This design comes from an exercise in tuning for small area, a short achievable clock period and few clock cycles per item on the open sky130 flow, not from production work.
In this exercise RTL edits were held to simulation tests only and were not proved equivalent to the original.
Power and IR drop assume default switching activity.

job 3540:
==> flow/design.v (excerpt) <==
module color_key_corner_search #(
	parameter int unsigned FRAME_WIDTH  = 640,
	parameter int unsigned FRAME_HEIGHT = 480,
	parameter int unsigned RADIUS       = 25
) (
	input  wire logic                                clk,
	input  wire logic                                arst_n,
	input  wire logic                                s_axis_tvalid,
	output logic                                     s_axis_tready,
	input  wire logic [ckcs_pkg::IN_TDATA_W-1:0]     s_axis_tdata,
	input  wire logic                                s_axis_tlast,
	output logic                                     m_axis_tvalid,
	input  wire logic                                m_axis_tready,
	output logic [ckcs_pkg::OUT_TDATA_W-1:0]         m_axis_tdata,
	input  wire logic                                cfg_wen,
	input  wire logic [ckcs_pkg::CFG_IDX_W-1:0]      cfg_addr,
	input  wire logic [ckcs_pkg::CFG_DAT_W-1:0]      cfg_wdata
);
	localparam logic [10:0] RAD = 11'(RADIUS);
	logic        cw_q;          
	logic [2:0]  cw_addr_q;
	logic [9:0]  cw_data_q;
	logic [10:0] w_c, w_hi;
	logic [9:0]  w_lo;
	always_comb begin
		w_c  = cw_addr_q[0] ? 11'(cw_data_q[8:0]) : 11'(cw_data_q);
		w_lo = 10'((w_c > RAD) ? ((w_c - RAD) >> 1) : 11'd0);
		if (cw_addr_q[0]) begin
  ...
Size: roughly 1900 cells after synthesis, ~330 flip-flops.
Settings: LEC_CHECK=0, CAP_MARGIN=20, CORE_MARGIN=2, CORE_UTILIZATION=40, SETUP_SLACK_MARGIN=4.5, SLEW_MARGIN=20; clock period 7.5 ns.
standard.sh (not shown) runs the stock make flow with config.mk's settings and CLKGATE_MAP_FILE= SYNTH_SCRIPT=/design/flow/synth_recipe.tcl, a recipe that flattens the netlist after the stock synthesis.
==> flow/flow/run.sh <==
#!/bin/bash
# Standard layout, with the port buffers made from buf_1 cells.
cp standard.sh standard_sh.txt
export BUFFER_PORTS_ARGS="-buffer_cell sky130_fd_sc_hd__buf_1"
bash standard.sh > standard.log 2>&1
Job 3540 finished end to end and its layout was clean on timing, DRC and antenna.
Testbench counts of job 3540, summed over its fixed seeds: cycles 2,457,656, items 2,457,600.
Modified inputs, job 1044 compared to job 3540
# job 3540
export LEC_CHECK = 0
export CAP_MARGIN = 20
export CORE_MARGIN = 2
export CORE_UTILIZATION = 40
export SETUP_SLACK_MARGIN = 4.5
export SLEW_MARGIN = 20
create_clock -name core_clock -period 7.5 [get_ports {clk}]
# job 1044
export LEC_CHECK = 0
export CAP_MARGIN = 20
export CORE_MARGIN = 2
export CORE_UTILIZATION = 40
export SETUP_SLACK_MARGIN = 4.7
export SLEW_MARGIN = 20
create_clock -name core_clock -period 7.5 [get_ports {clk}]
--- outcome ---
- Comparing job 3540 against job 1044, there is no change at all in share of synthesized cell area in and, or, nand and nor gates.
- On area growth from synthesis to layout, the higher figure sits with job 1044, not job 3540.
- Compared with job 3540, job 1044 shows a worst-case setup slack after placement that is 0.080 ns higher.
- For job 3540, the endpoint of the worst setup timing path was rb_col[7], unlike job 1044, where it was rm2_q[1].
The inputs of job 4128 differ from those of job 1044 as listed below.
# job 1044
export LEC_CHECK = 0
export CAP_MARGIN = 20
export CORE_MARGIN = 2
export CORE_UTILIZATION = 40
export SETUP_SLACK_MARGIN = 4.7
export SLEW_MARGIN = 20
create_clock -name core_clock -period 7.5 [get_ports {clk}]
# job 4128
export LEC_CHECK = 0
export CAP_MARGIN = 20
export CORE_MARGIN = 2
export CORE_UTILIZATION = 40
export SETUP_SLACK_MARGIN = 4.4
export SLEW_MARGIN = 20
create_clock -name core_clock -period 7.5 [get_ports {clk}]
Notes after the runs:
Taking job 1044 as the reference, in job 4128 net switching fraction of the power went down 0.27 points; total power per unit cell area fell by 13 mW/mm²; combinational power now smaller; total power moved down; shortest clock period the worst path allows after layout increased by 0.12 ns relative to the old numbers. Job 4128 vs job 1044 on wire length of the first global-routing pass: job 4128 is the lower one. The worst hold slack on job 4128 is in line with that on job 1044. Compared with job 1044, placer congestion estimate in job 4128 increased by a few percent.
Here is what was changed in the inputs of job 4823 compared with job 4128.
# job 4128
export LEC_CHECK = 0
export CAP_MARGIN = 20
export CORE_MARGIN = 2
export CORE_UTILIZATION = 40
export SETUP_SLACK_MARGIN = 4.4
export SLEW_MARGIN = 20
create_clock -name core_clock -period 7.5 [get_ports {clk}]
# job 4823
export LEC_CHECK = 0
export CAP_MARGIN = 20
export CORE_MARGIN = 2
export CORE_UTILIZATION = 40
export SETUP_SLACK_MARGIN = 4.6
export SLEW_MARGIN = 20
create_clock -name core_clock -period 7.5 [get_ports {clk}]
## What came out
Delta (job 4823 minus job 4128): non-clock buffer count grew by 19%; post-route worst setup slack grew by 0.14 ns; routed wirelength normalized by instance count grew by 1.5%. Job 4823 vs job 4128: clock tree cell share of total cell area down. Between job 4128 and job 4823, utilization is higher for job 4823, job 4128 comes in under that. Final worst hold slack delta (job 4823 -> job 4128): insignificant. Beginning of the critical path: nthr[1] -> job 4128, lb_col[0] -> job 4823.
[inputs] job 4415 vs job 4823
# job 4823
export LEC_CHECK = 0
export CAP_MARGIN = 20
export CORE_MARGIN = 2
export CORE_UTILIZATION = 40
export SETUP_SLACK_MARGIN = 4.6
export SLEW_MARGIN = 20
create_clock -name core_clock -period 7.5 [get_ports {clk}]
# job 4415
export LEC_CHECK = 0
export CAP_MARGIN = 20
export CORE_MARGIN = 2
export CORE_UTILIZATION = 40
export SETUP_SLACK_MARGIN = 4.8
export SLEW_MARGIN = 20
create_clock -name core_clock -period 7.5 [get_ports {clk}]
==> comparison <==
Job 4415 | stages: all done | timing, DRC, antenna: all pass. Mean routed wirelength per cell grows by a few percent when moving from job 4823 to job 4415. Job 4823 → job 4415: first-pass GRT wire length now sits higher, clock transition time at the flip-flop clock pins of the worst setup and hold paths did not really move, via count went up, worst IR drop on VDD ~0 delta. A capturing instance or port of the critical path of lm2_q[0] is what job 4415 shows, while lb_row[8] belongs to job 4823. Taking job 4823 as the reference, in job 4415 count of flip-flops with a built-in enable after synthesis held, fraction of the cycle the final worst path needs held.

==> separate check: timing with driven ports <==
In the flow no input, the clock included, has a driving cell. The finished layouts below were timed again as built, in two steps.
Step 1 (the two cells are an assumption about what drives the block):
set clk [get_ports {clk}]
set_driving_cell -lib_cell sky130_fd_sc_hd__clkbuf_16 $clk
set_driving_cell -lib_cell sky130_fd_sc_hd__buf_2 [delete_from_list [all_inputs] $clk]
Step 2 moves the port delays by t, midway between the first and last clock arrival at a register: inputs arrive t later, outputs are due t later. That takes back most of the time a late clock gives input paths.
a / b / c = no drivers / after step 1 / after step 2; a / b = the first two.
run | t (ns) | setup WS [ns] | worst setup path at the end | latest minus earliest clock arrival (ns) | worst register clock-pin slew, ns
job 3540 | 0.621 | 4.555 / 4.555 / 3.961 | input to register | 0.049 / 0.048 | 0.06 / 0.06
job 1044 | 0.617 | 4.579 / 4.579 / 4.088 | input to register | 0.026 / 0.027 | 0.06 / 0.06
job 4128 | 0.603 | 4.454 / 4.454 / 3.916 | input to register | 0.025 / 0.025 | 0.06 / 0.06
job 4823 | 0.597 | 4.589 / 4.589 / 4.026 | input to register | 0.026 / 0.026 | 0.06 / 0.06
job 4415 | 0.602 | 4.592 / 4.592 / 4.075 | input to register | 0.028 / 0.028 | 0.06 / 0.06
After both steps every run listed still meets setup and hold. The setup slack of job 3540, which loses most, moves by 0.000 ns with the drivers and by -0.594 ns with both steps.
